From an optimization exercise on the open Yosys and OpenROAD flow, aimed at small area, a short achievable clock period and few clock cycles per item; shortcuts taken in it are not production practice.
Only simulation tests tie the RTL to the original design; equivalence was not proved.
No activity file was given, so power comes from the tool's default toggle rates.

$ cat flow/design.v
package softmax_pkg;
    typedef enum logic [1:0] {
        ST_IDLE     = 2'd0,
        ST_WAIT_SUM = 2'd1,
        ST_DIV      = 2'd2,
        ST_SCALE    = 2'd3
    } state_e;
    localparam int unsigned IN_FRAC    = 12;
    localparam int unsigned SUM_FRAC   = 26;
    localparam int unsigned RECIP_FRAC = 16;
    localparam int unsigned OUT_FRAC   = 15;
    localparam int unsigned PROD_SHIFT = IN_FRAC + RECIP_FRAC - OUT_FRAC;
    localparam int unsigned SAT_EXP    = 10;
    localparam int unsigned SAT_THRESH = 1 << SAT_EXP;
endpackage
module recip_divider
#(
    parameter int unsigned SUM_W   = 32,
    parameter int unsigned RECIP_W = 32
) (
    input  logic               i_clk,
    input  logic               i_rst_n,
    input  logic               i_start,
    input  logic [SUM_W-1:0]   i_sum,
    input  logic               i_take,
    input  logic               i_abort,
    output logic               o_free,
    output logic               o_ready,
    output logic [RECIP_W-1:0] o_recip,
    output logic               o_sat
);
    logic        norm_q;      
    logic        run_q;       
    logic [31:0] div_q;
    logic [31:0] rem_q;
    logic [32:0] quot_q;
    logic        sat_q;
    logic        sat_n;
    logic        big16, big8;
    logic [31:0] rem_init;
    logic [32:0] quot_init;
    logic [32:0] trial;
    logic [32:0] diff;
    logic        ge;
    always_comb begin
        sat_n = (div_q[31:11] == '0) && (!div_q[10] || (div_q[9:0] == '0));
        big16 = |div_q[31:27];
        big8  = |div_q[31:19];
        rem_init     = '0;
        rem_init[26] = big16;
        rem_init[18] = big8 & ~big16;
        rem_init[10] = ~big8;
        quot_init     = '0;
        quot_init[16] = big16;
        quot_init[8]  = big8 & ~big16;
        quot_init[0]  = ~big8;
        trial = {rem_q, 1'b0};
        diff  = trial - {1'b0, div_q};
        ge    = ~diff[32];
    end
    always_ff @(posedge i_clk or negedge i_rst_n) begin
        if (!i_rst_n) begin
            norm_q <= 1'b0;
            run_q  <= 1'b0;
        end else begin
            norm_q <= i_start;
            if (i_abort) begin
                norm_q <= 1'b0;
                run_q  <= 1'b0;
            end else if (norm_q)
                run_q <= 1'b1;
            else if (i_take)
                run_q <= 1'b0;
        end
    end
    always_ff @(posedge i_clk) begin
        if (!norm_q && !run_q)
            div_q <= i_sum;
        rem_q <= norm_q ? rem_init : (ge ? diff[31:0] : trial[31:0]);
        if (norm_q) begin
            quot_q <= sat_n ? {1'b1, 32'hFFFF_FFFF} : quot_init;
            sat_q  <= sat_n;
        end else if (!quot_q[32]) begin
            quot_q <= {quot_q[31:0], ge};
        end
    end
    assign o_free  = !norm_q && !run_q;
    assign o_ready = run_q && quot_q[32];
    assign o_recip = quot_q[31:0];
    assign o_sat   = sat_q;
endmodule
module softmax_normalizer
#(
    parameter int unsigned N             = 32,
    parameter int unsigned IN_BIT_WIDTH  = 16,
    parameter int unsigned SUM_BIT_WIDTH = 32,
    parameter int unsigned RECIP_W       = 32,
    parameter int unsigned OUT_BIT_WIDTH = 16
) (
    input  logic                        i_clk,
    input  logic                        i_rst_n,
    input  logic                        i_vec_valid,
    output logic                        o_vec_ready,
    input  logic [IN_BIT_WIDTH*N-1:0]   i_data,
    input  logic                        i_sum_valid,
    input  logic [SUM_BIT_WIDTH-1:0]    i_sum,
    output logic                        o_valid,
    input  logic                        i_ready,
    output logic [OUT_BIT_WIDTH-1:0]    o_prob,
    output logic [$clog2(N)-1:0]        o_idx,
    output logic                        o_last,
    output logic                        o_busy,
    output logic                        o_recip_sat
);
    localparam int unsigned IDX_W = $clog2(N);
    logic [IN_BIT_WIDTH-1:0] xb_q [N];
    localparam int unsigned NG = 4;         
    localparam int unsigned GS = N / NG;
    logic [NG-1:0]           gfull_q;       
    logic                    full_q;        
    logic                    xb_new_q;      
    logic [GS-1:0]           rdl_q;         
    logic [NG-1:0]           rdg_q;         
    logic                    vbusy_q;       
    logic                    vready_q;      
    logic                    full_d, sk_v_d;
    logic                    accept;
    logic [7:0]              xa1_q;         
    logic [6:0]              xa2_q, xa3_q;
    logic                    xa_v_q;
    logic                    xa_wait_q;     
    logic [16:0]             cs0_q, cs1_q;
    logic                    cs_cin_q;
    logic                    cs_ovf_q;      
    logic                    cs_hi_q;       
    logic                    cs_rs_q;       
    logic                    cs_v_q;
    logic [OUT_BIT_WIDTH-1:0] prob_q, sk_prob_q;
    logic                    out_rs_q, sk_rs_q;
    logic                    out_v_q, sk_v_q;
    logic [IDX_W-1:0]        idx_q;
    logic [1:0]              nvec_q;
    logic                    last_q;        
    logic                    busy_q;        
    logic [28:0]             r_q, r3_q;
    logic                    rh_q, r3h_q;
    logic [RECIP_W+1:0]      div_r3;
    logic                    rs_q;
    logic                    r_next_q;      
    logic                    stall, push, xfer, xfer_last, out_take;
    logic                    cs_free, xa_go, xa_free;
    logic                    rd_go, byp_go, new0, r_load, has_r;
    logic [IN_BIT_WIDTH-1:0] rd_data, xa_raw;
    logic [7:0]              xa1_d;
    logic [6:0]              xa2_d, xa3_d;
    logic [16:0]             row0, row1;
    logic                    pcin;
    logic                    povf;
    logic                    phi;
    logic [OUT_BIT_WIDTH-1:0] prob_n;
    logic                    offer_q;       
    logic                    pend_q;        
    logic                    sum_offer, sum_later, abort;
    logic                    div_start, div_free, div_ready;
    logic [RECIP_W-1:0]      div_recip;
    logic                    div_sat;
    assign accept      = i_vec_valid & ~vbusy_q;
    assign o_vec_ready = vready_q;
    assign sum_offer = i_vec_valid & i_sum_valid & ~offer_q;
    assign sum_later = pend_q & i_sum_valid;
    assign div_start = div_free & (sum_offer | sum_later);
    assign abort     = accept & offer_q & ~i_sum_valid;
    recip_divider #(
        .SUM_W   (SUM_BIT_WIDTH),
        .RECIP_W (RECIP_W)
    ) u_div (
        .i_clk   (i_clk),
        .i_rst_n (i_rst_n),
        .i_start (div_start),
        .i_sum   (i_sum),
        .i_take  (r_load),
        .i_abort (abort),
        .o_free  (div_free),
        .o_ready (div_ready),
        .o_recip (div_recip),
        .o_sat   (div_sat)
    );
    always_comb begin
        stall     = out_v_q & sk_v_q;
        push      = cs_v_q & ~stall;
        cs_free   = ~cs_v_q | ~stall;
        xa_go     = xa_v_q & ~xa_wait_q & cs_free;
        xa_free   = ~xa_v_q | xa_go;
        rd_go     = full_q & xa_free;
        byp_go    = accept;
        new0      = accept;
        r_load    = div_ready & (~full_q | xb_new_q) & (xa_free | xa_wait_q);
        has_r     = ~abort & (r_next_q | r_load);
        full_d    = accept | (full_q & ~(rd_go & rdg_q[NG-1] & rdl_q[GS-1]));
        sk_v_d    = push ? (out_v_q & (~i_ready | sk_v_q)) : (sk_v_q & ~i_ready);
        div_r3    = {2'b00, div_recip} + {1'b0, div_recip, 1'b0};
        xfer      = out_v_q & i_ready;
        xfer_last = xfer & last_q;
        out_take  = ~out_v_q | i_ready;
        rd_data = '0;
        for (int g = 0; g < int'(NG); g++) begin
            logic [IN_BIT_WIDTH-1:0] gd;
            gd = '0;
            for (int l = 0; l < int'(GS); l++)
                if (g*GS + l > 0)
                    gd = gd | (xb_q[g*GS + l] & {IN_BIT_WIDTH{rdl_q[l]}});
            rd_data = rd_data | (gd & {IN_BIT_WIDTH{rdg_q[g]}});
        end
        xa_raw  = full_q ? rd_data : i_data[IN_BIT_WIDTH-1:0];
        for (int i = 0; i < 7; i++) begin
            xa1_d[i] = ~xa_raw[15] &  xa_raw[2*i] & ~xa_raw[2*i+1];
            xa2_d[i] = ~xa_raw[15] & ~xa_raw[2*i] &  xa_raw[2*i+1];
            xa3_d[i] = ~xa_raw[15] &  xa_raw[2*i] &  xa_raw[2*i+1];
        end
        xa1_d[7] = ~xa_raw[15] & xa_raw[14];
    end
    softmax_mul_s1 u_s1 (
        .i_s1   (xa1_q),
        .i_s2   (xa2_q),
        .i_s3   (xa3_q),
        .i_r    ({2'b00, rh_q, r_q}),
        .i_r3   ({4'b0000, r3h_q, r3_q}),
        .o_row0 (row0),
        .o_row1 (row1),
        .o_cin  (pcin),
        .o_ovf  (povf),
        .o_sat  (phi)
    );
    softmax_mul_s2 u_s2 (
        .i_row0 (cs0_q),
        .i_row1 (cs1_q),
        .i_cin  (cs_cin_q),
        .i_ovf  (cs_ovf_q),
        .i_sat  (cs_hi_q),
        .o_prob (prob_n)
    );
    always_ff @(posedge i_clk) begin
        for (int i = 1; i < int'(N); i++)
            if (~gfull_q[i / GS])
                xb_q[i] <= i_data[i*IN_BIT_WIDTH +: IN_BIT_WIDTH];
        if (xa_free) begin
            xa1_q <= xa1_d;
            xa2_q <= xa2_d;
            xa3_q <= xa3_d;
        end
        if (r_load) begin
            r_q   <= div_recip[28:0];
            rh_q  <= |div_recip[31:29];
            r3_q  <= div_r3[28:0];
            r3h_q <= |div_r3[33:29];
            rs_q <= div_sat;
        end
        if (cs_free) begin
            cs0_q    <= row0;
            cs1_q    <= row1;
            cs_cin_q <= pcin;
            cs_ovf_q <= povf;
            cs_hi_q  <= phi;
            cs_rs_q  <= rs_q;
        end
        if (push) begin
            sk_prob_q <= prob_n;
            sk_rs_q   <= cs_rs_q;
        end
        if (out_take) begin
            prob_q   <= sk_v_q ? sk_prob_q : prob_n;
            out_rs_q <= sk_v_q ? sk_rs_q : cs_rs_q;
        end
        if (~full_q) begin
            rdl_q <= GS'(2);
            rdg_q <= NG'(1);
        end else if (rd_go) begin
            rdl_q <= {rdl_q[GS-2:0], rdl_q[GS-1]};
            if (rdl_q[GS-1])
                rdg_q <= {rdg_q[NG-2:0], rdg_q[NG-1]};
        end
    end
    always_ff @(posedge i_clk or negedge i_rst_n) begin
        if (!i_rst_n) begin
            full_q    <= 1'b0;
            gfull_q   <= '0;
            vbusy_q   <= 1'b1;
            vready_q  <= 1'b0;
            xb_new_q  <= 1'b0;
            xa_v_q    <= 1'b0;
            xa_wait_q <= 1'b0;
            r_next_q  <= 1'b0;
            cs_v_q    <= 1'b0;
            out_v_q   <= 1'b0;
            sk_v_q    <= 1'b0;
            idx_q     <= '0;
            last_q    <= 1'b0;
            nvec_q    <= '0;
            busy_q    <= 1'b0;
            offer_q   <= 1'b0;
            pend_q    <= 1'b0;
        end else begin
            full_q   <= full_d;
            vbusy_q  <= full_d | sk_v_d;
            vready_q <= ~full_d & ~sk_v_d;
            if (accept) begin
                gfull_q  <= '1;
            end else if (rd_go) begin
                for (int g = 0; g < int'(NG); g++)
                    if (rdg_q[g] && rdl_q[GS-1])
                        gfull_q[g] <= 1'b0;
            end
            if (accept)
                xb_new_q <= ~has_r;
            else if (r_load)
                xb_new_q <= 1'b0;
            if (xa_free)
                xa_v_q <= rd_go | byp_go;
            if (new0) begin
                xa_wait_q <= ~has_r;
                r_next_q  <= 1'b0;
            end else if (r_load) begin
                if (xa_wait_q)
                    xa_wait_q <= 1'b0;
                else
                    r_next_q  <= 1'b1;
            end
            if (cs_free)
                cs_v_q <= xa_go;
            if (out_take)
                out_v_q <= sk_v_q | push;
            sk_v_q <= sk_v_d;
            if (xfer) begin
                idx_q  <= idx_q + 1'b1;
                last_q <= (idx_q == IDX_W'(N - 2));
            end
            nvec_q <= nvec_q + {1'b0, accept} - {1'b0, xfer_last};
            busy_q <= (nvec_q + {1'b0, accept} - {1'b0, xfer_last}) != 2'd0;
            if (accept)
                offer_q <= 1'b0;
            else if (div_start && sum_offer)
                offer_q <= 1'b1;
            if (accept)
                pend_q <= ~i_sum_valid;
            else if (sum_later)
                pend_q <= 1'b0;
        end
    end
    assign o_valid     = out_v_q;
    assign o_prob      = prob_q;
    assign o_idx       = idx_q;
    assign o_last      = last_q;
    assign o_busy      = busy_q;
    assign o_recip_sat = out_rs_q;
endmodule
module softmax_mul_s1 (
    input  logic [7:0]  i_s1,     
    input  logic [6:0]  i_s2,     
    input  logic [6:0]  i_s3,     
    input  logic [31:0] i_r,
    input  logic [33:0] i_r3,     
    output logic [16:0] o_row0,    
    output logic [16:0] o_row1,    
    output logic        o_cin,    
    output logic [0:0]  o_ovf,   
    output logic        o_sat    
);
    logic [33:0] r1, r2;
    logic [33:0] h1, h2, h3;    
    logic [33:0] v [8];
    logic [28:0] pp0;
    logic [26:0] pp1;
    logic [24:0] pp2;
    logic [22:0] pp3;
    logic [20:0] pp4;
    logic [18:0] pp5;
    logic [16:0] pp6;
    logic [14:0] pp7;
    logic        hi;
    always_comb begin
        r1 = {2'b00, i_r};
        r2 = {1'b0, i_r, 1'b0};
        for (int i = 0; i < 8; i++)
            v[i] = (r1 & {34{i_s1[i]}})
                 | (i < 7 ? (r2 & {34{i_s2[i < 7 ? i : 0]}}) | (i_r3 & {34{i_s3[i < 7 ? i : 0]}}) : 34'd0);
        h1 = '0; h2 = '0; h3 = '0;
        h1[29] = |r1[33:29]; h2[29] = |r2[33:29]; h3[29] = |i_r3[33:29];
        h1[27] = |r1[33:27]; h2[27] = |r2[33:27]; h3[27] = |i_r3[33:27];
        h1[25] = |r1[33:25]; h2[25] = |r2[33:25]; h3[25] = |i_r3[33:25];
        h1[23] = |r1[33:23]; h2[23] = |r2[33:23]; h3[23] = |i_r3[33:23];
        h1[21] = |r1[33:21]; h2[21] = |r2[33:21]; h3[21] = |i_r3[33:21];
        h1[19] = |r1[33:19]; h2[19] = |r2[33:19]; h3[19] = |i_r3[33:19];
        h1[17] = |r1[33:17]; h2[17] = |r2[33:17]; h3[17] = |i_r3[33:17];
        h1[15] = |r1[33:15]; h2[15] = |r2[33:15]; h3[15] = |i_r3[33:15];
    end
    assign hi = |{(i_s1[0] & h1[29]), (i_s2[0] & h2[29]), (i_s3[0] & h3[29]), (i_s1[1] & h1[27]), (i_s2[1] & h2[27]), (i_s3[1] & h3[27]), (i_s1[2] & h1[25]), (i_s2[2] & h2[25]), (i_s3[2] & h3[25]), (i_s1[3] & h1[23]), (i_s2[3] & h2[23]), (i_s3[3] & h3[23]), (i_s1[4] & h1[21]), (i_s2[4] & h2[21]), (i_s3[4] & h3[21]), (i_s1[5] & h1[19]), (i_s2[5] & h2[19]), (i_s3[5] & h3[19]), (i_s1[6] & h1[17]), (i_s2[6] & h2[17]), (i_s3[6] & h3[17]), (i_s1[7] & h1[15])};
    assign pp0 = v[0][28:0];
    assign pp1 = v[1][26:0];
    assign pp2 = v[2][24:0];
    assign pp3 = v[3][22:0];
    assign pp4 = v[4][20:0];
    assign pp5 = v[5][18:0];
    assign pp6 = v[6][16:0];
    assign pp7 = v[7][14:0];
    wire hs1 = pp0[4] ^ pp1[2];
    wire hc2 = pp0[4] & pp1[2];
    wire fs3 = ((pp0[5] ^ pp1[3]) ? ~pp2[1] : pp2[1]);
    wire fc4 = ((pp0[5] ^ pp1[3]) ? pp2[1] : pp0[5]);
    wire fs5 = ((pp0[6] ^ pp1[4]) ? ~pp2[2] : pp2[2]);
    wire fc6 = ((pp0[6] ^ pp1[4]) ? pp2[2] : pp0[6]);
    wire fs7 = ((pp0[7] ^ pp1[5]) ? ~pp2[3] : pp2[3]);
    wire fc8 = ((pp0[7] ^ pp1[5]) ? pp2[3] : pp0[7]);
    wire fs9 = ((pp0[8] ^ pp1[6]) ? ~pp2[4] : pp2[4]);
    wire fc10 = ((pp0[8] ^ pp1[6]) ? pp2[4] : pp0[8]);
    wire hs11 = pp3[2] ^ pp4[0];
    wire hc12 = pp3[2] & pp4[0];
    wire fs13 = ((pp0[9] ^ pp1[7]) ? ~pp2[5] : pp2[5]);
    wire fc14 = ((pp0[9] ^ pp1[7]) ? pp2[5] : pp0[9]);
    wire hs15 = pp3[3] ^ pp4[1];
    wire hc16 = pp3[3] & pp4[1];
    wire fs17 = ((pp0[10] ^ pp1[8]) ? ~pp2[6] : pp2[6]);
    wire fc18 = ((pp0[10] ^ pp1[8]) ? pp2[6] : pp0[10]);
    wire fs19 = ((pp3[4] ^ pp4[2]) ? ~pp5[0] : pp5[0]);
    wire fc20 = ((pp3[4] ^ pp4[2]) ? pp5[0] : pp3[4]);
    wire fs21 = ((pp0[11] ^ pp1[9]) ? ~pp2[7] : pp2[7]);
    wire fc22 = ((pp0[11] ^ pp1[9]) ? pp2[7] : pp0[11]);
    wire fs23 = ((pp3[5] ^ pp4[3]) ? ~pp5[1] : pp5[1]);
    wire fc24 = ((pp3[5] ^ pp4[3]) ? pp5[1] : pp3[5]);
    wire fs25 = ((pp0[12] ^ pp1[10]) ? ~pp2[8] : pp2[8]);
    wire fc26 = ((pp0[12] ^ pp1[10]) ? pp2[8] : pp0[12]);
    wire hs27 = pp3[6] ^ pp4[4];
    wire hc28 = pp3[6] & pp4[4];
    wire fs29 = ((pp0[13] ^ pp1[11]) ? ~pp2[9] : pp2[9]);
    wire fc30 = ((pp0[13] ^ pp1[11]) ? pp2[9] : pp0[13]);
    wire hs31 = pp3[7] ^ pp4[5];
    wire hc32 = pp3[7] & pp4[5];
    wire fs33 = ((pp0[14] ^ pp1[12]) ? ~pp2[10] : pp2[10]);
    wire fc34 = ((pp0[14] ^ pp1[12]) ? pp2[10] : pp0[14]);
    wire fs35 = ((pp3[8] ^ pp4[6]) ? ~pp5[4] : pp5[4]);
    wire fc36 = ((pp3[8] ^ pp4[6]) ? pp5[4] : pp3[8]);
    wire fs37 = ((pp0[15] ^ pp1[13]) ? ~pp2[11] : pp2[11]);
    wire fc38 = ((pp0[15] ^ pp1[13]) ? pp2[11] : pp0[15]);
    wire fs39 = ((pp3[9] ^ pp4[7]) ? ~pp5[5] : pp5[5]);
    wire fc40 = ((pp3[9] ^ pp4[7]) ? pp5[5] : pp3[9]);
    wire fs41 = ((pp0[16] ^ pp1[14]) ? ~pp2[12] : pp2[12]);
    wire fc42 = ((pp0[16] ^ pp1[14]) ? pp2[12] : pp0[16]);
    wire fs43 = ((pp3[10] ^ pp4[8]) ? ~pp5[6] : pp5[6]);
    wire fc44 = ((pp3[10] ^ pp4[8]) ? pp5[6] : pp3[10]);
    wire fs45 = ((pp0[17] ^ pp1[15]) ? ~pp2[13] : pp2[13]);
    wire fc46 = ((pp0[17] ^ pp1[15]) ? pp2[13] : pp0[17]);
    wire fs47 = ((pp3[11] ^ pp4[9]) ? ~pp5[7] : pp5[7]);
    wire fc48 = ((pp3[11] ^ pp4[9]) ? pp5[7] : pp3[11]);
    wire fs49 = ((pp0[18] ^ pp1[16]) ? ~pp2[14] : pp2[14]);
    wire fc50 = ((pp0[18] ^ pp1[16]) ? pp2[14] : pp0[18]);
    wire fs51 = ((pp3[12] ^ pp4[10]) ? ~pp5[8] : pp5[8]);
    wire fc52 = ((pp3[12] ^ pp4[10]) ? pp5[8] : pp3[12]);
    wire fs53 = ((pp0[19] ^ pp1[17]) ? ~pp2[15] : pp2[15]);
    wire fc54 = ((pp0[19] ^ pp1[17]) ? pp2[15] : pp0[19]);
    wire fs55 = ((pp3[13] ^ pp4[11]) ? ~pp5[9] : pp5[9]);
    wire fc56 = ((pp3[13] ^ pp4[11]) ? pp5[9] : pp3[13]);
    wire fs57 = ((pp0[20] ^ pp1[18]) ? ~pp2[16] : pp2[16]);
    wire fc58 = ((pp0[20] ^ pp1[18]) ? pp2[16] : pp0[20]);
    wire fs59 = ((pp3[14] ^ pp4[12]) ? ~pp5[10] : pp5[10]);
    wire fc60 = ((pp3[14] ^ pp4[12]) ? pp5[10] : pp3[14]);
    wire fs61 = ((pp0[21] ^ pp1[19]) ? ~pp2[17] : pp2[17]);
    wire fc62 = ((pp0[21] ^ pp1[19]) ? pp2[17] : pp0[21]);
    wire fs63 = ((pp3[15] ^ pp4[13]) ? ~pp5[11] : pp5[11]);
    wire fc64 = ((pp3[15] ^ pp4[13]) ? pp5[11] : pp3[15]);
    wire fs65 = ((pp0[22] ^ pp1[20]) ? ~pp2[18] : pp2[18]);
    wire fc66 = ((pp0[22] ^ pp1[20]) ? pp2[18] : pp0[22]);
    wire fs67 = ((pp3[16] ^ pp4[14]) ? ~pp5[12] : pp5[12]);
    wire fc68 = ((pp3[16] ^ pp4[14]) ? pp5[12] : pp3[16]);
    wire fs69 = ((pp0[23] ^ pp1[21]) ? ~pp2[19] : pp2[19]);
    wire fc70 = ((pp0[23] ^ pp1[21]) ? pp2[19] : pp0[23]);
    wire fs71 = ((pp3[17] ^ pp4[15]) ? ~pp5[13] : pp5[13]);
    wire fc72 = ((pp3[17] ^ pp4[15]) ? pp5[13] : pp3[17]);
    wire fs73 = ((pp0[24] ^ pp1[22]) ? ~pp2[20] : pp2[20]);
    wire fc74 = ((pp0[24] ^ pp1[22]) ? pp2[20] : pp0[24]);
    wire fs75 = ((pp3[18] ^ pp4[16]) ? ~pp5[14] : pp5[14]);
    wire fc76 = ((pp3[18] ^ pp4[16]) ? pp5[14] : pp3[18]);
    wire fs77 = ((pp0[25] ^ pp1[23]) ? ~pp2[21] : pp2[21]);
    wire fc78 = ((pp0[25] ^ pp1[23]) ? pp2[21] : pp0[25]);
    wire fs79 = ((pp3[19] ^ pp4[17]) ? ~pp5[15] : pp5[15]);
    wire fc80 = ((pp3[19] ^ pp4[17]) ? pp5[15] : pp3[19]);
    wire fs81 = ((pp0[26] ^ pp1[24]) ? ~pp2[22] : pp2[22]);
    wire fc82 = ((pp0[26] ^ pp1[24]) ? pp2[22] : pp0[26]);
    wire fs83 = ((pp3[20] ^ pp4[18]) ? ~pp5[16] : pp5[16]);
    wire fc84 = ((pp3[20] ^ pp4[18]) ? pp5[16] : pp3[20]);
    wire fs85 = ((pp0[27] ^ pp1[25]) ? ~pp2[23] : pp2[23]);
    wire fc86 = ((pp0[27] ^ pp1[25]) ? pp2[23] : pp0[27]);
    wire fs87 = ((pp3[21] ^ pp4[19]) ? ~pp5[17] : pp5[17]);
    wire fc88 = ((pp3[21] ^ pp4[19]) ? pp5[17] : pp3[21]);
    wire fs89 = ((pp0[28] ^ pp1[26]) ? ~pp2[24] : pp2[24]);
    wire fc90 = ((pp0[28] ^ pp1[26]) ? pp2[24] : pp0[28]);
    wire fs91 = ((pp3[22] ^ pp4[20]) ? ~pp5[18] : pp5[18]);
    wire fc92 = ((pp3[22] ^ pp4[20]) ? pp5[18] : pp3[22]);
    wire hs93 = fc4 ^ fs5;
    wire hc94 = fc4 & fs5;
    wire fs95 = ((fc6 ^ fs7) ? ~pp3[1] : pp3[1]);
    wire fc96 = ((fc6 ^ fs7) ? pp3[1] : fc6);
    wire fs97 = ((fc8 ^ fs9) ? ~hs11 : hs11);
    wire fc98 = ((fc8 ^ fs9) ? hs11 : fc8);
    wire fs99 = ((fc10 ^ hc12) ? ~fs13 : fs13);
    wire fc100 = ((fc10 ^ hc12) ? fs13 : fc10);
    wire fs101 = ((fc14 ^ hc16) ? ~fs17 : fs17);
    wire fc102 = ((fc14 ^ hc16) ? fs17 : fc14);
    wire fs103 = ((fc18 ^ fc20) ? ~fs21 : fs21);
    wire fc104 = ((fc18 ^ fc20) ? fs21 : fc18);
    wire fs105 = ((fc22 ^ fc24) ? ~fs25 : fs25);
    wire fc106 = ((fc22 ^ fc24) ? fs25 : fc22);
    wire hs107 = hs27 ^ pp5[2];
    wire hc108 = hs27 & pp5[2];
    wire fs109 = ((fc26 ^ hc28) ? ~fs29 : fs29);
    wire fc110 = ((fc26 ^ hc28) ? fs29 : fc26);
    wire fs111 = ((hs31 ^ pp5[3]) ? ~pp6[1] : pp6[1]);
    wire fc112 = ((hs31 ^ pp5[3]) ? pp6[1] : hs31);
    wire fs113 = ((fc30 ^ hc32) ? ~fs33 : fs33);
    wire fc114 = ((fc30 ^ hc32) ? fs33 : fc30);
    wire fs115 = ((fs35 ^ pp6[2]) ? ~pp7[0] : pp7[0]);
    wire fc116 = ((fs35 ^ pp6[2]) ? pp7[0] : fs35);
    wire fs117 = ((fc34 ^ fc36) ? ~fs37 : fs37);
    wire fc118 = ((fc34 ^ fc36) ? fs37 : fc34);
    wire fs119 = ((fs39 ^ pp6[3]) ? ~pp7[1] : pp7[1]);
    wire fc120 = ((fs39 ^ pp6[3]) ? pp7[1] : fs39);
    wire fs121 = ((fc38 ^ fc40) ? ~fs41 : fs41);
    wire fc122 = ((fc38 ^ fc40) ? fs41 : fc38);
    wire fs123 = ((fs43 ^ pp6[4]) ? ~pp7[2] : pp7[2]);
    wire fc124 = ((fs43 ^ pp6[4]) ? pp7[2] : fs43);
    wire fs125 = ((fc42 ^ fc44) ? ~fs45 : fs45);
    wire fc126 = ((fc42 ^ fc44) ? fs45 : fc42);
    wire fs127 = ((fs47 ^ pp6[5]) ? ~pp7[3] : pp7[3]);
    wire fc128 = ((fs47 ^ pp6[5]) ? pp7[3] : fs47);
    wire fs129 = ((fc46 ^ fc48) ? ~fs49 : fs49);
    wire fc130 = ((fc46 ^ fc48) ? fs49 : fc46);
    wire fs131 = ((fs51 ^ pp6[6]) ? ~pp7[4] : pp7[4]);
    wire fc132 = ((fs51 ^ pp6[6]) ? pp7[4] : fs51);
    wire fs133 = ((fc50 ^ fc52) ? ~fs53 : fs53);
    wire fc134 = ((fc50 ^ fc52) ? fs53 : fc50);
    wire fs135 = ((fs55 ^ pp6[7]) ? ~pp7[5] : pp7[5]);
    wire fc136 = ((fs55 ^ pp6[7]) ? pp7[5] : fs55);
    wire fs137 = ((fc54 ^ fc56) ? ~fs57 : fs57);
    wire fc138 = ((fc54 ^ fc56) ? fs57 : fc54);
    wire fs139 = ((fs59 ^ pp6[8]) ? ~pp7[6] : pp7[6]);
    wire fc140 = ((fs59 ^ pp6[8]) ? pp7[6] : fs59);
    wire fs141 = ((fc58 ^ fc60) ? ~fs61 : fs61);
    wire fc142 = ((fc58 ^ fc60) ? fs61 : fc58);
    wire fs143 = ((fs63 ^ pp6[9]) ? ~pp7[7] : pp7[7]);
    wire fc144 = ((fs63 ^ pp6[9]) ? pp7[7] : fs63);
    wire fs145 = ((fc62 ^ fc64) ? ~fs65 : fs65);
    wire fc146 = ((fc62 ^ fc64) ? fs65 : fc62);
    wire fs147 = ((fs67 ^ pp6[10]) ? ~pp7[8] : pp7[8]);
    wire fc148 = ((fs67 ^ pp6[10]) ? pp7[8] : fs67);
    wire fs149 = ((fc66 ^ fc68) ? ~fs69 : fs69);
    wire fc150 = ((fc66 ^ fc68) ? fs69 : fc66);
    wire fs151 = ((fs71 ^ pp6[11]) ? ~pp7[9] : pp7[9]);
    wire fc152 = ((fs71 ^ pp6[11]) ? pp7[9] : fs71);
    wire fs153 = ((fc70 ^ fc72) ? ~fs73 : fs73);
    wire fc154 = ((fc70 ^ fc72) ? fs73 : fc70);
    wire fs155 = ((fs75 ^ pp6[12]) ? ~pp7[10] : pp7[10]);
    wire fc156 = ((fs75 ^ pp6[12]) ? pp7[10] : fs75);
    wire fs157 = ((fc74 ^ fc76) ? ~fs77 : fs77);
    wire fc158 = ((fc74 ^ fc76) ? fs77 : fc74);
    wire fs159 = ((fs79 ^ pp6[13]) ? ~pp7[11] : pp7[11]);
    wire fc160 = ((fs79 ^ pp6[13]) ? pp7[11] : fs79);
    wire fs161 = ((fc78 ^ fc80) ? ~fs81 : fs81);
    wire fc162 = ((fc78 ^ fc80) ? fs81 : fc78);
    wire fs163 = ((fs83 ^ pp6[14]) ? ~pp7[12] : pp7[12]);
    wire fc164 = ((fs83 ^ pp6[14]) ? pp7[12] : fs83);
    wire fs165 = ((fc82 ^ fc84) ? ~fs85 : fs85);
    wire fc166 = ((fc82 ^ fc84) ? fs85 : fc82);
    wire fs167 = ((fs87 ^ pp6[15]) ? ~pp7[13] : pp7[13]);
    wire fc168 = ((fs87 ^ pp6[15]) ? pp7[13] : fs87);
    wire fs169 = ((fc86 ^ fc88) ? ~fs89 : fs89);
    wire fc170 = ((fc86 ^ fc88) ? fs89 : fc86);
    wire fs171 = ((fs91 ^ pp6[16]) ? ~pp7[14] : pp7[14]);
    wire fc172 = ((fs91 ^ pp6[16]) ? pp7[14] : fs91);
    wire hs173 = fc98 ^ fs99;
    wire hc174 = fc98 & fs99;
    wire fs175 = ((fc100 ^ fs101) ? ~fs19 : fs19);
    wire fc176 = ((fc100 ^ fs101) ? fs19 : fc100);
    wire fs177 = ((fc102 ^ fs103) ? ~fs23 : fs23);
    wire fc178 = ((fc102 ^ fs103) ? fs23 : fc102);
    wire fs179 = ((fc104 ^ fs105) ? ~hs107 : hs107);
    wire fc180 = ((fc104 ^ fs105) ? hs107 : fc104);
    wire fs181 = ((fc106 ^ hc108) ? ~fs109 : fs109);
    wire fc182 = ((fc106 ^ hc108) ? fs109 : fc106);
    wire fs183 = ((fc110 ^ fc112) ? ~fs113 : fs113);
    wire fc184 = ((fc110 ^ fc112) ? fs113 : fc110);
    wire fs185 = ((fc114 ^ fc116) ? ~fs117 : fs117);
    wire fc186 = ((fc114 ^ fc116) ? fs117 : fc114);
    wire fs187 = ((fc118 ^ fc120) ? ~fs121 : fs121);
    wire fc188 = ((fc118 ^ fc120) ? fs121 : fc118);
    wire fs189 = ((fc122 ^ fc124) ? ~fs125 : fs125);
    wire fc190 = ((fc122 ^ fc124) ? fs125 : fc122);
    wire fs191 = ((fc126 ^ fc128) ? ~fs129 : fs129);
    wire fc192 = ((fc126 ^ fc128) ? fs129 : fc126);
    wire fs193 = ((fc130 ^ fc132) ? ~fs133 : fs133);
    wire fc194 = ((fc130 ^ fc132) ? fs133 : fc130);
    wire fs195 = ((fc134 ^ fc136) ? ~fs137 : fs137);
    wire fc196 = ((fc134 ^ fc136) ? fs137 : fc134);
    wire fs197 = ((fc138 ^ fc140) ? ~fs141 : fs141);
    wire fc198 = ((fc138 ^ fc140) ? fs141 : fc138);
    wire fs199 = ((fc142 ^ fc144) ? ~fs145 : fs145);
    wire fc200 = ((fc142 ^ fc144) ? fs145 : fc142);
    wire fs201 = ((fc146 ^ fc148) ? ~fs149 : fs149);
    wire fc202 = ((fc146 ^ fc148) ? fs149 : fc146);
    wire fs203 = ((fc150 ^ fc152) ? ~fs153 : fs153);
    wire fc204 = ((fc150 ^ fc152) ? fs153 : fc150);
    wire fs205 = ((fc154 ^ fc156) ? ~fs157 : fs157);
    wire fc206 = ((fc154 ^ fc156) ? fs157 : fc154);
    wire fs207 = ((fc158 ^ fc160) ? ~fs161 : fs161);
    wire fc208 = ((fc158 ^ fc160) ? fs161 : fc158);
    wire fs209 = ((fc162 ^ fc164) ? ~fs165 : fs165);
    wire fc210 = ((fc162 ^ fc164) ? fs165 : fc162);
    wire fs211 = ((fc166 ^ fc168) ? ~fs169 : fs169);
    wire fc212 = ((fc166 ^ fc168) ? fs169 : fc166);
    wire hs213 = fc178 ^ fs179;
    wire hc214 = fc178 & fs179;
    wire fs215 = ((fc180 ^ fs181) ? ~fs111 : fs111);
    wire fc216 = ((fc180 ^ fs181) ? fs111 : fc180);
    wire fs217 = ((fc182 ^ fs183) ? ~fs115 : fs115);
    wire fc218 = ((fc182 ^ fs183) ? fs115 : fc182);
    wire fs219 = ((fc184 ^ fs185) ? ~fs119 : fs119);
    wire fc220 = ((fc184 ^ fs185) ? fs119 : fc184);
    wire fs221 = ((fc186 ^ fs187) ? ~fs123 : fs123);
    wire fc222 = ((fc186 ^ fs187) ? fs123 : fc186);
    wire fs223 = ((fc188 ^ fs189) ? ~fs127 : fs127);
    wire fc224 = ((fc188 ^ fs189) ? fs127 : fc188);
    wire fs225 = ((fc190 ^ fs191) ? ~fs131 : fs131);
    wire fc226 = ((fc190 ^ fs191) ? fs131 : fc190);
    wire fs227 = ((fc192 ^ fs193) ? ~fs135 : fs135);
    wire fc228 = ((fc192 ^ fs193) ? fs135 : fc192);
    wire fs229 = ((fc194 ^ fs195) ? ~fs139 : fs139);
    wire fc230 = ((fc194 ^ fs195) ? fs139 : fc194);
    wire fs231 = ((fc196 ^ fs197) ? ~fs143 : fs143);
    wire fc232 = ((fc196 ^ fs197) ? fs143 : fc196);
    wire fs233 = ((fc198 ^ fs199) ? ~fs147 : fs147);
    wire fc234 = ((fc198 ^ fs199) ? fs147 : fc198);
    wire fs235 = ((fc200 ^ fs201) ? ~fs151 : fs151);
    wire fc236 = ((fc200 ^ fs201) ? fs151 : fc200);
    wire fs237 = ((fc202 ^ fs203) ? ~fs155 : fs155);
    wire fc238 = ((fc202 ^ fs203) ? fs155 : fc202);
    wire fs239 = ((fc204 ^ fs205) ? ~fs159 : fs159);
    wire fc240 = ((fc204 ^ fs205) ? fs159 : fc204);
    wire fs241 = ((fc206 ^ fs207) ? ~fs163 : fs163);
    wire fc242 = ((fc206 ^ fs207) ? fs163 : fc206);
    wire fs243 = ((fc208 ^ fs209) ? ~fs167 : fs167);
    wire fc244 = ((fc208 ^ fs209) ? fs167 : fc208);
    wire fs245 = ((fc210 ^ fs211) ? ~fs171 : fs171);
    wire fc246 = ((fc210 ^ fs211) ? fs171 : fc210);
    assign o_row0 = {fc244, fc242, fc240, fc238, fc236, fc234, fc232, fc230, fc228, fc226, fc224, fc222, fc220, fc218, fc216, hc214, hs213};
    assign o_row1 = {fs245, fs243, fs241, fs239, fs237, fs235, fs233, fs231, fs229, fs227, fs225, fs223, fs221, fs219, fs217, fs215, pp6[0]};
    logic [12:0] lows;
    assign lows = {1'b0, fc176, hc174, hs173, fc96, hc94, hs93, hc2, hs1, pp0[3], pp0[2], pp0[1], pp0[0]} + {1'b0, fs177, fs175, hs15, fs97, fs95, pp3[0], fs3, pp2[0], pp1[1], pp1[0], 1'b0, 1'b0};
    assign o_cin = lows[12];
    assign o_ovf = {fc246};
    assign o_sat = |{hi, fc90, fc92, fc170, fc172, fc212};
endmodule
module softmax_mul_s2 (
    input  logic [16:0] i_row0,
    input  logic [16:0] i_row1,
    input  logic        i_cin,
    input  logic [0:0]  i_ovf,
    input  logic        i_sat,
    output logic [15:0] o_prob
);
    logic [16:0] a, b;
    logic [17:0] s;
    logic sat;
    assign a = {i_row0[16], i_row0[15], i_row0[14], i_row0[13], i_row0[12], i_row0[11], i_row0[10], i_row0[9], i_row0[8], i_row0[7], i_row0[6], i_row0[5], i_row0[4], i_row0[3], i_row0[2], i_row0[1], i_row0[0]};
    assign b = {i_row1[16], i_row1[15], i_row1[14], i_row1[13], i_row1[12], i_row1[11], i_row1[10], i_row1[9], i_row1[8], i_row1[7], i_row1[6], i_row1[5], i_row1[4], i_row1[3], i_row1[2], i_row1[1], i_row1[0]};
    assign s = {1'b0, a} + {1'b0, b} + {17'd0, i_cin};
    assign sat = i_sat | (|i_ovf) | s[17];
    assign o_prob = sat ? 16'hFFFF : s[16:1];
endmodule
$ cat flow/flow/run.sh
#!/bin/bash
# The standard layout (the standard.sh, standard synthesis unchanged), with
#  - every input and output port buffered by the smallest buffer (buf_1)
#    instead of the tool's default pick; the resizer still upsizes any port
#    buffer that needs more drive;
#  - repair_timing asked for a setup margin of 7.5 ns, so that it keeps
#    sizing and buffering paths until they are 7.5 ns inside the 11 ns clock.
# The SDC (clock period, I/O delays, loads) is the standard flow's, unchanged.
set -euo pipefail
export BUFFER_PORTS_ARGS="-buffer_cell sky130_fd_sc_hd__buf_1"
export SETUP_SLACK_MARGIN=7.5
bash standard.sh > make.log 2>&1
$ cat flow/standard.sh
#!/bin/bash
# synth_recipe.tcl (not shown) runs the flow's synth.tcl, then flattens the netlist and writes it again
# the make line also repeats each setting of config.mk as NAME=value (left out here)
make -C /OpenROAD-flow-scripts/flow DESIGN_CONFIG=/design/flow/config.mk WORK_HOME=/design/flow/orfs CLKGATE_MAP_FILE= SYNTH_SCRIPT=/design/flow/synth_recipe.tcl "${@:-finish}"
$ cat flow/config.mk
export PLATFORM = sky130hd
export DESIGN_NAME = softmax_normalizer
export DESIGN_NICKNAME = softmax_normalizer
export VERILOG_FILES = /design/flow/design.v
export SDC_FILE = /design/flow/constraint.sdc
export NUM_CORES = 4
export LEC_CHECK = 0
export ABC_CLOCK_PERIOD_IN_PS = 4500
export CAP_MARGIN = 20
export CELL_PAD_IN_SITES_DETAIL_PLACEMENT = 1
export CORE_MARGIN = 2
export CORE_UTILIZATION = 40
export CTS_BUF_LIST = sky130_fd_sc_hd__clkbuf_16
export CTS_CLUSTER_DIAMETER = 80
export CTS_CLUSTER_SIZE = 20
export PLACE_DENSITY = 0.45
export SLEW_MARGIN = 20
$ cat flow/constraint.sdc
create_clock -name core_clock -period 11.0 [get_ports {i_clk}]
set_input_delay 2.2000 -clock core_clock [delete_from_list [all_inputs] [get_ports {i_clk}]]
set_output_delay 2.2000 -clock core_clock [all_outputs]
set_load 0.01 [all_outputs]
==> results of run 1 <==
[power groups by stage]
stage	clock network, mW	logic (mW)	registers [mW]
after CTS	2.03	4.18	3.94
after global placement	0	3.97	4.03
after floorplan	0	3.31	3.82
final	1.98	4.31	3.89
after detailed placement	0	4.08	4.03
after global routing	2.13	4.79	3.91
[per-layer routing]
metal  share of wire  vias up
met5          0.0022        -
met4           0.026       44
met3           0.067      223
met2            0.51      957
met1            0.40    14010
li1                -    12350
[area by class of cell]
class,instances,area (um2),share of cell area
diodes,20,50.05,0.001155
clock buffers,51,1276,0.02944
clock inverters,45,307.8,0.007101
inverters,103,396.6,0.009151
multi-input cells,1811,13750,0.3173
flip-flops and latches,786,23040,0.5316
well taps,1254,1569,0.03620
repair buffers,649,2952,0.06810
[placed cells by master (no fill, tap or decap), drive strengths merged, types with 16 or more instances in the layout]
master,instances
a21o,64
a21oi,111
a222oi,155
a22oi,271
a31oi,22
and2,16
buf,648
clkbuf,52
dfrtp,25
dfxtp,45
diode,20
edfxtp,715
ha,104
inv,132
maj3,88
mux2i,19
nand2,139
nand2b,28
nand3,38
nand4,57
nor2,124
nor2b,38
nor3,25
o21ai,73
or3,18
xnor2,201
xor2,61
[cells by family after synthesis]
family / Yosys count
AOI/OAI and AO/OA: 792
DFF: 786
and+or+nand+nor: 530
buffers and inverters: 272
xor gates and xnor gates: 262
adders and majority gates: 207
muxes: 20
[what timing repair did]
item,CTS,global route
setup endpoints to repair,58,76
gates resized for setup,28,28
pin swaps,2,13
setup buffers,15,28
[per-stage QoR]
stage / setup slack, ns / hold WS (ns) / total power [mW] / area (um2)
after detailed placement: 7.200 / 0.4068 / 8.113 / 40960
after floorplan: 7.672 / 0.4003 / 7.130 / 37580
after global routing: 7.463 / 0.4356 / 10.83 / 43330
after global placement: 7.399 / 0.4078 / 8.005 / 40960
final: 7.528 / 0.4289 / 10.18 / 43340
after CTS: 7.480 / 0.4319 / 10.16 / 42760
[final timing paths]
kind / endpoint / slack (ns) / cells past startpoint
max in group asynchronous: u_div.norm_q / 8.95 / 1
hold / removal: rs_q / 0.43 / 0
min in group asynchronous: idx_q[3] / 1.55 / 1
setup reg to reg: cs0_q[16] / 7.61 / 6
hold reg to reg: rs_q / 0.43 / 0
setup / recovery: o_valid / 7.53 / 1
[cells in the mapped netlist (11+ instances only)]
library cell  count
buf_1            26
xnor2_1         201
or3_1            17
clkbuf_1        135
inv_1           103
o21ai_0          69
a21oi_1         111
nand3_1          38
o21a_1           15
a222oi_1        155
mux2i_1          19
nand2b_1         28
nor3b_1          12
a22oi_1         271
nor2_1          124
maj3_1           88
xor2_1           61
dfxtp_1          45
ha_1            104
fa_1             15
and3_1           11
nor3_1           25
edfxtp_1        715
dfrtp_1          25
nor2b_1          38
a31oi_1          22
a21o_1           64
nand2_1         139
and2_1           16
nand4_1          57
[flip-flops by register name, summed over array words and instances (netlist names), 8 cells and up]
register,flops
cs0_q,17
cs1_q,17
prob_q,16
r3_q,28
r_q,29
rdl_q,8
sk_prob_q,16
u_div.div_q,32
u_div.quot_q,33
u_div.rem_q,32
xa1_q,8
xb_q,496
==> summary.log, run 1 <==
INFO  status         outcome=no timing/DRC/antenna violations
INFO  synthesis      syn-cell-area=37580um2
INFO  power_and_ir_drop internal_dissipation=6.518mW
INFO  synthesis      yosys-top-cells-area=edfxtp_1, a22oi_1, xnor2_1
INFO  power_and_ir_drop pwr_density_cell=234.9nW/um2
INFO  die            chipWidth=310.5um
INFO  power_and_ir_drop share_comb_of_total_power=0.424
INFO  sta            finalCritPeriodShare=0.3156
INFO  route          routed_wire_length_per_instance=28.31um
INFO  power_and_ir_drop p_sw_frac=0.3598
INFO  cells_and_area utilization=0.4651
INFO  clocking       clock_pin_transition_on_the_worst_setup_and_hold_timing_paths=0.09ns
INFO  placed_design  detailed_place_hpwl=95.14mm
INFO  clocking       clock_h_tree_levels=2
INFO  die            floorplan.initialDensity=0.4033
INFO  synthesis      synth_compound_area_frac=0.1576
INFO  power_and_ir_drop p_seq_frac=0.382
INFO  synthesis      synth-seq-area-share=0.6126
INFO  worst_hold_path worst_hold_startpoint=u_div.sat_q
INFO  global_routing grt.total_usage=0.2655
INFO  placed_design  placement.io_buffers=574
INFO  synthesis      synth_area_leader_cell=edfxtp_1
INFO  global_routing groute.layer.met3.usage=0.04893
INFO  worst_setup_path worstPathRequired=8.80ns
INFO  global_routing most_crowded_layer_gr=met2
INFO  global_routing groute.layer.met1.usage=0.3335
INFO  worst_hold_path worst_hold_path_type=flip-flop to flip-flop
INFO  synthesis      xor_xnor_portion_of_the_synthesized_cell_area=0.06106
INFO  die            pin_count=575
INFO  power_and_ir_drop power_switching=3.662mW
INFO  global_routing antenna_found_initial=48
INFO  global_routing pin_count_of_the_biggest_net_entering_global_routing=82
INFO  route          via_per_inst=5.843
INFO  global_routing met2_layer_usage_reported_by_global_route=0.4666
INFO  synthesis      post_synth_edffs=715
INFO  sta            finalHoldViolCount=0
INFO  synthesis      synth_simple_gate_area_frac=0.06982
INFO  synthesis      postSynthAreaPerCell=13.10um2
INFO  route          drt_drc_violations_left=0
INFO  sta            fin_crit=3.472ns
INFO  worst_setup_path critPathTopFamily=flip-flops
INFO  synthesis      synth.yosys.warnings=5
INFO  placed_design  globalplace.congestion=0.8668
INFO  worst_setup_path critical_path_peak_fanout=4
INFO  worst_setup_path worst-setup-path-type=flip-flop to output pin
INFO  synthesis      synth_top_area_share=0.5713
INFO  sta            slew_headroom=0.2775
INFO  sta            fmax=0.2881GHz
INFO  route          drtPass1Iterations=20
INFO  sta            finalSetupViolations=0
INFO  worst_setup_path critical-path-slowest-cell=dfrtp_2
INFO  global_routing first_global_vias=28490
INFO  die            core-area=93190um2
INFO  clocking       cts_made_buffers=51
INFO  worst_setup_path cp_num_buf_inv=1
INFO  clocking       worst_skew_pair.late_latency=0.68ns
INFO  die            die_y=310.5um
INFO  sta            clock-skew-final=0.05358ns
INFO  cells_and_area fin_nets=4070
INFO  sta            worst_slew_pin_slew=1.082ns
INFO  clocking       clock-sinks=786
INFO  route          postRouteAntennaNets=0
INFO  clocking       ctsRootBufferMaster=clkbuf_16
INFO  synthesis      yosys_register_bits=786
INFO  synthesis      main_combinational_cell_family_by_area_after_synthesis=compound AO/OA/AOI/OAI gates
INFO  synthesis      synth-adder-area-share=0.06605
INFO  synthesis      muxShareOfSynthArea=0.005360
INFO  sta            setup_tns=0ns
INFO  clocking       post_cts_hold_buffer_count=0
INFO  global_routing grt_first_pass_wirelength=192.3mm
INFO  route          num_vias=27580
INFO  worst_setup_path rr_startpoint=xa2_q[4]
INFO  cells_and_area area.growth.synth_to_final=15.33%
INFO  cells_and_area number_of_cells_in_the_finished_layout_apart_from_fillers=4719
INFO  power_and_ir_drop vdd.ir_drop.worst=144.4uV
INFO  global_routing global_route.overflow_total=0
INFO  worst_setup_path critPathArrivalTime=1.27ns
INFO  worst_setup_path critical_path.max_stage_delay=0.45ns
INFO  power_and_ir_drop power.share.clock=0.195
INFO  die            full_die_area=96420um2
INFO  sta            final-max-slew-violation-count=0
INFO  cells_and_area layout_cell_share_with_drive_strength_beyond_1=0.06386
INFO  placed_design  placed_cells=4559
INFO  worst_setup_path timing.critical_path.from=out_v_q
INFO  synthesis      async_reset_ff_frac=0.03308
INFO  route          detail_route.wirelength=133.6mm
INFO  die            rows=112
INFO  worst_setup_path critical_path.endpoint_type=output pin
INFO  job            max_cap_viol=0
INFO  sta            grt_setup_unrepaired=true
INFO  synthesis      synth_cell_type_count=72
INFO  power_and_ir_drop leakagePower=14.57nW
INFO  cells_and_area fillers=9816
INFO  clocking       cts_tree=done
INFO  synthesis      postSynth.topFlopCell=edfxtp_1
INFO  synthesis      syn_inst=2869
INFO  clocking       cts_buffer_depth=3
INFO  route          detailedRoute.firstIterationViolations=3136
INFO  worst_setup_path crit_path_start_kind=flip-flop
INFO  worst_setup_path critical_path.cell_chain=buf_6
INFO  synthesis      net_count_after_synthesis=3537
Testbench counts, summed over its fixed seeds: cycles 12,456, vectors 384.
==> inputs of run 2 (changes only) <==
--- a/flow/config.mk
+++ b/flow/config.mk
@@ -7,3 +7,3 @@
 export LEC_CHECK = 0
-export ABC_CLOCK_PERIOD_IN_PS = 4500
+export ABC_CLOCK_PERIOD_IN_PS = 3000
 export CAP_MARGIN = 20
==> run 2 against run 1 <==
Effect of this change:
- sequential cell count did not move
- final cell count unchanged
- wire length did not move
- clock skew is the same
- critical endpoint unchanged
==> summary.log, run 2 <==
INFO  worst_hold_path worst_hold_startpoint=u_div.sat_q
INFO  route          num_vias=27580
INFO  synthesis      synth-seq-area-share=0.6126
INFO  worst_setup_path critical_path.cell_chain=buf_6
INFO  route          detail_route.wirelength=133.6mm
INFO  synthesis      synth.yosys.warnings=5
INFO  clocking       cts_tree=done
INFO  worst_setup_path rr_worst_depth=6
INFO  placed_design  place_area=40960um2
INFO  worst_hold_path whs_endpoint=rs_q
INFO  clocking       cts_made_buffers=51
INFO  global_routing grt.total_usage=0.2655
INFO  cells_and_area reg.largest.list=xb_q x496, u_div.quot_q x33
INFO  route          via_per_inst=5.843
INFO  placed_design  placement.io_buffers=574
INFO  sta            grt_setup_unrepaired=true
INFO  route          routed-wl-met3=8.951mm
INFO  cells_and_area final_cell_mix=edfxtp_1, buf_1, a22oi_1, xnor2_1, a222oi_1
INFO  synthesis      net_count_after_synthesis=3537
INFO  route          routed.top_layer=met5
INFO  worst_setup_path worstPathRequired=8.80ns
INFO  route          routed-wl-met2=67.79mm
INFO  sta            setup_tns=0ns
INFO  synthesis      postSynth.topFlopCell=edfxtp_1
INFO  clocking       ctsRootBufferMaster=clkbuf_16
INFO  die            rows=112
INFO  job            max_cap_viol=0
INFO  clocking       clock-sinks=786
INFO  route          detailedRoute.firstIterationViolations=3136
INFO  worst_setup_path cp_num_buf_inv=1
INFO  cells_and_area largest_reg_flops=496
INFO  worst_setup_path worst_flop_to_flop_path_endpoint=cs0_q[16]
INFO  worst_setup_path critical_path.endpoint_type=output pin
INFO  sta            fmax=0.2881GHz
INFO  synthesis      postSynthAreaPerCell=13.10um2
INFO  cells_and_area layout_cell_share_with_drive_strength_beyond_1=0.06386
INFO  synthesis      most_numerous_cell_in_the_yosys_netlist=edfxtp_1
INFO  cells_and_area utilization=0.4651
INFO  worst_setup_path rr_startpoint=xa2_q[4]
INFO  route          m1WireLength=53.10mm
INFO  route          routed_wire_length_per_instance=28.31um
INFO  synthesis      yosys_register_bits=786
INFO  global_routing grt_first_pass_wirelength=192.3mm
INFO  sta            final-max-slew-violation-count=0
INFO  synthesis      post_synth_edffs=715
INFO  worst_setup_path critical-path-slowest-cell=dfrtp_2
INFO  synthesis      ys_top_cells_by_count=edfxtp_1, a22oi_1, xnor2_1
INFO  sta            clock-skew-final=0.05358ns
INFO  die            pin_count=575
INFO  power_and_ir_drop vdd.ir_drop.worst=144.4uV
INFO  synthesis      synth_top_area_share=0.5713
INFO  die            full_die_area=96420um2
INFO  sta            finalCritPeriodShare=0.3156
INFO  route          drtPass1Iterations=20
INFO  synthesis      syn-cell-area=37580um2
INFO  sta            fin_crit=3.472ns
INFO  die            chipWidth=310.5um
INFO  cells_and_area max_flop_register=xb_q
INFO  cells_and_area layout_commonest_cell=edfxtp_1
INFO  clocking       clock_h_tree_levels=2
INFO  cells_and_area area.growth.synth_to_final=15.33%
INFO  worst_setup_path crit_path_start_kind=flip-flop
INFO  synthesis      async_reset_ff_frac=0.03308
INFO  worst_setup_path critPathTopFamily=flip-flops
INFO  status         outcome=no timing/DRC/antenna violations
INFO  sta            worst_slew_pin_slew=1.082ns
INFO  worst_setup_path critical_path_peak_fanout=4
INFO  worst_setup_path register_to_register_setup_slack=7.61ns
INFO  route          postRouteAntennaNets=0
INFO  die            die_y=310.5um
INFO  global_routing first_global_vias=28490
INFO  cells_and_area layout.cell_area.non_filler=43340um2
INFO  clocking       clock_pin_transition_on_the_worst_setup_and_hold_timing_paths=0.09ns
INFO  sta            fin_ws=7.528ns
INFO  clocking       post_cts_hold_buffer_count=0
INFO  worst_setup_path critPathArrivalTime=1.27ns
INFO  worst_setup_path critical_path.max_stage_delay=0.45ns
INFO  synthesis      synth_area_leader_cell=edfxtp_1
INFO  clocking       cts_buffer_depth=3
INFO  sta            slew_headroom=0.2775
INFO  clocking       worst_skew_pair.late_latency=0.68ns
INFO  global_routing antenna_found_initial=48
INFO  global_routing pin_count_of_the_biggest_net_entering_global_routing=82
INFO  placed_design  detailed_place_hpwl=95.14mm
INFO  worst_setup_path worst-setup-path-type=flip-flop to output pin
INFO  synthesis      synth_cell_type_count=72
INFO  placed_design  dp_worst_setup_slack=7.200ns
INFO  sta            finalHoldViolCount=0
INFO  worst_hold_path hold-path-cell-count=0
INFO  worst_hold_path worst_hold_path_type=flip-flop to flip-flop
INFO  synthesis      syn_inst=2869
INFO  route          drt_drc_violations_left=0
INFO  die            core-area=93190um2
INFO  placed_design  globalplace.congestion=0.8668
INFO  power_and_ir_drop leakagePower=14.57nW
INFO  cells_and_area fillers=9816
INFO  sta            finalSetupViolations=0
INFO  global_routing global_route.overflow_total=0
INFO  power_and_ir_drop post-layout-total-power=10.18mW
INFO  cells_and_area fin_nets=4070
INFO  synthesis      yosys-top-cells-area=edfxtp_1, a22oi_1, xnor2_1
INFO  power_and_ir_drop pwr_density_cell=234.9nW/um2
INFO  die            floorplan.initialDensity=0.4033
## run 2: cell counts after synthesis
Identical to the previous run, type by type.
## run 2: worst max-delay path by stage
stage / from / endpoint / slack, ns / depth (start not counted)
2_1_floorplan: gfull_q[1] / xb_q[10][0] / 7.67 / 1
3_3_place_gp: u_div.div_q[7] / u_div.rem_q[29] / 7.40 / 12
3_5_place_dp: u_div.div_q[7] / u_div.rem_q[29] / 7.20 / 12
4_1_cts: out_v_q / o_valid / 7.48 / 1
5_1_grt: u_div.div_q[17] / u_div.rem_q[29] / 7.46 / 12
6_report: out_v_q / o_valid / 7.53 / 1
## run 2: timing repair
action / in CTS / in global routing
pin swaps: 2 / 13
buffers inserted: 15 / 28
gates cloned: 0 / 0
setup endpoints to repair: 58 / 76
resized for setup: 28 / 28
## run 2: metrics by stage
stage	std cells	hold slack [ns]
detailed placement	4559	0.4068
floorplan	2869	0.4003
global placement	4559	0.4078
global route	4714	0.4356
finish	4719	0.4289
CTS	4670	0.4319
## run 2: kinds of logic after synthesis
| kind of cell | synth area share |
|---|---|
| AOI/OAI and AO/OA | 0.1576 |
| DFF | 0.6126 |
| and+or+nand+nor | 0.06982 |
| buffers and inverters | 0.02743 |
| xor gates and xnor gates | 0.06106 |
| adders and majority gates | 0.06605 |
| muxes | 0.005360 |
## run 2: cell type report
class | count | area [um2] | area share
sequential | 786 | 23040 | 0.5316
multi-input combinational | 1811 | 13750 | 0.3173
timing repair buffer | 649 | 2952 | 0.06810
tap | 1254 | 1569 | 0.03620
clock buffer | 51 | 1276 | 0.02944
inverter | 103 | 396.6 | 0.009151
clock inverter | 45 | 307.8 | 0.007101
antenna | 20 | 50.05 | 0.001155
## run 2: per-layer routing
layer,global-route usage,up-vias
li1,-,12350
met1,0.3335,14010
met2,0.4666,957
met3,0.04893,223
met4,0.07414,44
met5,0,-
## run 2: power breakdown
| part | total (mW) | internal, mW | switching [mW] | leakage (nW) |
|---|---|---|---|---|
| Clock | 1.98 | 0.875 | 1.11 | 0.841 |
| Sequential | 3.89 | 3.67 | 0.220 | 7.14 |
| Combinational | 4.31 | 1.98 | 2.34 | 6.59 |
==> inputs of run 3 (changes only) <==
--- a/flow/config.mk
+++ b/flow/config.mk
@@ -9,3 +9,2 @@
 export CAP_MARGIN = 20
-export CELL_PAD_IN_SITES_DETAIL_PLACEMENT = 1
 export CORE_MARGIN = 2
@@ -15,3 +14,3 @@
 export CTS_CLUSTER_SIZE = 20
-export PLACE_DENSITY = 0.45
+export PLACE_DENSITY = 0.55
 export SLEW_MARGIN = 20
==> run 3 against run 2 <==
Effect of this change:
- synthesized cell count stayed put
- die area stayed put
- sequential cell count stayed put
- global-route usage is 3.0 points lower
- largest cell class unchanged
==> summary.log, run 3 <==
INFO  status         outcome=no timing/DRC/antenna violations
INFO  synthesis      synth_simple_gate_area_frac=0.06982
INFO  clocking       cts_made_buffers=50
INFO  worst_setup_path register_to_register_setup_slack=7.60ns
INFO  placed_design  placed_cells=4558
INFO  sta            finalSetupViolations=0
INFO  global_routing first_global_vias=27300
INFO  synthesis      muxShareOfSynthArea=0.005360
INFO  clocking       clock-sinks=786
INFO  global_routing grt_first_pass_wirelength=173.8mm
INFO  synthesis      synth-adder-area-share=0.06605
INFO  worst_setup_path rr_worst_depth=6
INFO  synthesis      net_count_after_synthesis=3537
INFO  global_routing global_route.overflow_total=0
INFO  sta            fin_crit=3.432ns
INFO  global_routing antenna_found_initial=33
INFO  sta            grt_setup_unrepaired=true
INFO  cells_and_area max_flop_register=xb_q
INFO  synthesis      syn_inst=2869
INFO  worst_hold_path worst_hold_startpoint=rs_q
INFO  power_and_ir_drop share_comb_of_total_power=0.415
INFO  power_and_ir_drop power_switching=3.498mW
INFO  route          drtPass1Iterations=10
INFO  job            max_cap_viol=0
INFO  synthesis      yosys-top-cells-area=edfxtp_1, a22oi_1, xnor2_1
INFO  sta            clock-skew-final=0.06833ns
INFO  placed_design  detailed_place_hpwl=85.20mm
INFO  route          detailedRoute.firstIterationViolations=3377
INFO  global_routing met2_layer_usage_reported_by_global_route=0.3966
INFO  cells_and_area number_of_cells_in_the_finished_layout_apart_from_fillers=4702
INFO  synthesis      post_synth_edffs=715
INFO  cells_and_area fillers=8444
INFO  die            chipWidth=310.5um
INFO  global_routing pin_count_of_the_biggest_net_entering_global_routing=80
INFO  synthesis      synth_top_area_share=0.5713
INFO  synthesis      ys_top_cells_by_count=edfxtp_1, a22oi_1, xnor2_1
INFO  route          routed_wire_length_per_instance=25.27um
INFO  worst_setup_path critPathArrivalTime=1.23ns
INFO  worst_setup_path rr_startpoint=xa2_q[3]
INFO  sta            fmax=0.2914GHz
INFO  synthesis      most_numerous_cell_in_the_yosys_netlist=edfxtp_1
INFO  route          via_per_inst=5.799
INFO  synthesis      synth-seq-area-share=0.6126
INFO  sta            finalCritPeriodShare=0.3120
INFO  worst_setup_path crit_path_start_kind=flip-flop
INFO  synthesis      async_reset_ff_frac=0.03308
INFO  global_routing grt.total_usage=0.2355
INFO  synthesis      synth_cell_type_count=72
INFO  die            rows=112
INFO  placed_design  placement.io_buffers=574
INFO  synthesis      synth.yosys.warnings=5
INFO  cells_and_area layout_commonest_cell=edfxtp_1
INFO  worst_setup_path cp_num_buf_inv=1
INFO  synthesis      syn-cell-area=37580um2
INFO  synthesis      xor_xnor_portion_of_the_synthesized_cell_area=0.06106
INFO  route          num_vias=27270
INFO  synthesis      postSynth.topFlopCell=edfxtp_1
INFO  power_and_ir_drop vdd.ir_drop.worst=149.9uV
INFO  die            pin_count=575
INFO  power_and_ir_drop power.share.clock=0.195
INFO  power_and_ir_drop leakagePower=14.46nW
INFO  cells_and_area utilization=0.4617
INFO  worst_setup_path worst_flop_to_flop_path_endpoint=cs0_q[10]
INFO  worst_setup_path critical-path-slowest-cell=dfrtp_1
INFO  clocking       ctsRootBufferMaster=clkbuf_16
INFO  global_routing groute.layer.met3.usage=0.04606
INFO  cells_and_area largest_reg_flops=496
INFO  sta            final-max-slew-violation-count=0
INFO  clocking       clock_h_tree_levels=2
INFO  sta            fin_ws=7.568ns
INFO  die            floorplan.initialDensity=0.4033
INFO  synthesis      postSynthAreaPerCell=13.10um2
INFO  synthesis      synth_compound_area_frac=0.1576
INFO  cells_and_area fin_nets=4054
INFO  worst_hold_path hold-path-cell-count=0
INFO  cells_and_area area.growth.synth_to_final=14.50%
INFO  cells_and_area layout_cell_share_with_drive_strength_beyond_1=0.05282
INFO  worst_setup_path critical_path_peak_fanout=2
INFO  route          detail_route.wirelength=118.8mm
INFO  route          postRouteAntennaNets=0
INFO  global_routing most_crowded_layer_gr=met2
INFO  route          drt_drc_violations_left=0
INFO  worst_setup_path critPathTopFamily=flip-flops
INFO  worst_setup_path critical_path.max_stage_delay=0.41ns
INFO  worst_setup_path worst-setup-path-type=flip-flop to output pin
INFO  power_and_ir_drop pwr_density_cell=231.9nW/um2
INFO  worst_hold_path whs_endpoint=cs_rs_q
INFO  die            full_die_area=96420um2
INFO  power_and_ir_drop p_sw_frac=0.3506
INFO  power_and_ir_drop internal_dissipation=6.479mW
INFO  sta            hold-worst-slack=0.4165ns
INFO  worst_hold_path worst_hold_path_type=flip-flop to flip-flop
INFO  placed_design  dp_worst_setup_slack=7.404ns
INFO  sta            worst_slew_pin_slew=1.150ns
INFO  clocking       cts_buffer_depth=3
INFO  sta            slew_headroom=0.2334
INFO  cells_and_area reg.largest.list=xb_q x496, u_div.quot_q x33
INFO  cells_and_area final_cell_mix=edfxtp_1, buf_1, a22oi_1, xnor2_1, a222oi_1
INFO  die            die_y=310.5um
INFO  synthesis      yosys_register_bits=786
INFO  worst_setup_path critical_path.endpoint_type=output pin
INFO  synthesis      main_combinational_cell_family_by_area_after_synthesis=compound AO/OA/AOI/OAI gates
INFO  placed_design  globalplace.congestion=0.8996
INFO  clocking       worst_skew_pair.late_latency=0.68ns
INFO  sta            finalHoldViolCount=0
INFO  clocking       clock_pin_transition_on_the_worst_setup_and_hold_timing_paths=0.08ns
INFO  power_and_ir_drop p_seq_frac=0.390
INFO  worst_setup_path critical_path.cell_chain=buf_2
INFO  cells_and_area layout.cell_area.non_filler=43030um2
INFO  worst_setup_path worstPathRequired=8.80ns
INFO  synthesis      synth_area_leader_cell=edfxtp_1
INFO  placed_design  place_area=40950um2
INFO  clocking       cts_tree=done
INFO  power_and_ir_drop post-layout-total-power=9.977mW
INFO  global_routing groute.layer.met1.usage=0.3022
INFO  die            core-area=93190um2
INFO  sta            setup_tns=0ns
## run 3: routing by layer
metal | share of wire | vias up
li1 | - | 12330
met1 | 0.40 | 13440
met2 | 0.49 | 1269
met3 | 0.079 | 218
met4 | 0.035 | 16
met5 | 0.00090 | -
## run 3: cell type report
| cell class | count | area (um2) | area share |
|---|---|---|---|
| sequential | 786 | 23040 | 0.5353 |
| multi-input combinational | 1811 | 13660 | 0.3175 |
| timing repair buffer | 634 | 2753 | 0.06397 |
| tap | 1254 | 1569 | 0.03646 |
| clock buffer | 50 | 1251 | 0.02908 |
| inverter | 103 | 396.6 | 0.009218 |
| clock inverter | 43 | 309.0 | 0.007182 |
| antenna | 21 | 52.55 | 0.001221 |
## run 3: cell families after synthesis
kind of cell | after synthesis
compound gates | 792
flops | 786
simple gates | 530
buf+inv | 272
xor+xnor | 262
fa+ha+maj | 207
mux | 20
## run 3: worst max-delay path by stage
stage,from,endpoint,slack (ns),cells past startpoint
floorplan,gfull_q[1],xb_q[10][0],7.67,1
finish,idx_q[1],o_idx[1],7.57,1
global route,u_div.div_q[2],u_div.rem_q[29],7.48,12
detailed placement,u_div.div_q[2],u_div.rem_q[29],7.40,12
global placement,u_div.div_q[2],u_div.rem_q[29],7.43,12
CTS,idx_q[0],o_idx[0],7.51,1
## run 3: repair_timing
| action | 4_1_cts | 5_1_grt |
|---|---|---|
| setup buffers | 6 | 23 |
| cloned | 0 | 0 |
| hold endpoints to repair | 0 | 0 |
| endpoints found under the setup margin | 33 | 65 |
| gates resized for setup | 10 | 13 |
| hold buffers | 0 | 0 |
| pin swaps | 4 | 4 |
## run 3: power by group through the flow
stage          sequential [mW]  combinational (mW)  clock (mW)
4_1_cts                   3.94                4.00        1.99
3_5_place_dp              4.01                3.96           0
6_report                  3.89                4.14        1.94
5_1_grt                   3.92                4.63        2.09
3_3_place_gp              4.01                3.87           0
2_1_floorplan             3.82                3.31           0

static timing again, ports no longer ideal:
The results above use ideal ports. As a check the final layouts listed here were re-extracted and re-timed, cells and wires unchanged. Step 1, drivers: a clkbuf_16 drives i_clk and a buf_2 each remaining input, both assumed. Step 2 adds t to the input delays and takes it off the output delays; t is the mean of the earliest and latest rising clock arrival at the registers after step 1. Input paths then give back, and output paths get back, about the clock's delay inside the block. Three values: no drivers, after step 1, after step 2; two values: the first two.
run	t, ns	setup WS [ns]	worst hold slack (ns)	worst slew at a driven data input, ns
run 1	0.728	7.528 / 7.458 / 7.391	0.429 / 0.429 / 0.429	0.18
run 2	0.728	7.528 / 7.458 / 7.391	0.429 / 0.429 / 0.429	0.18
run 3	0.715	7.568 / 7.498 / 7.409	0.416 / 0.416 / 0.416	0.32
After both steps setup and hold are still met in every run listed. For run 3, which loses most, drivers alone change the setup slack by -0.070 ns; drivers and shift together by -0.159 ns.
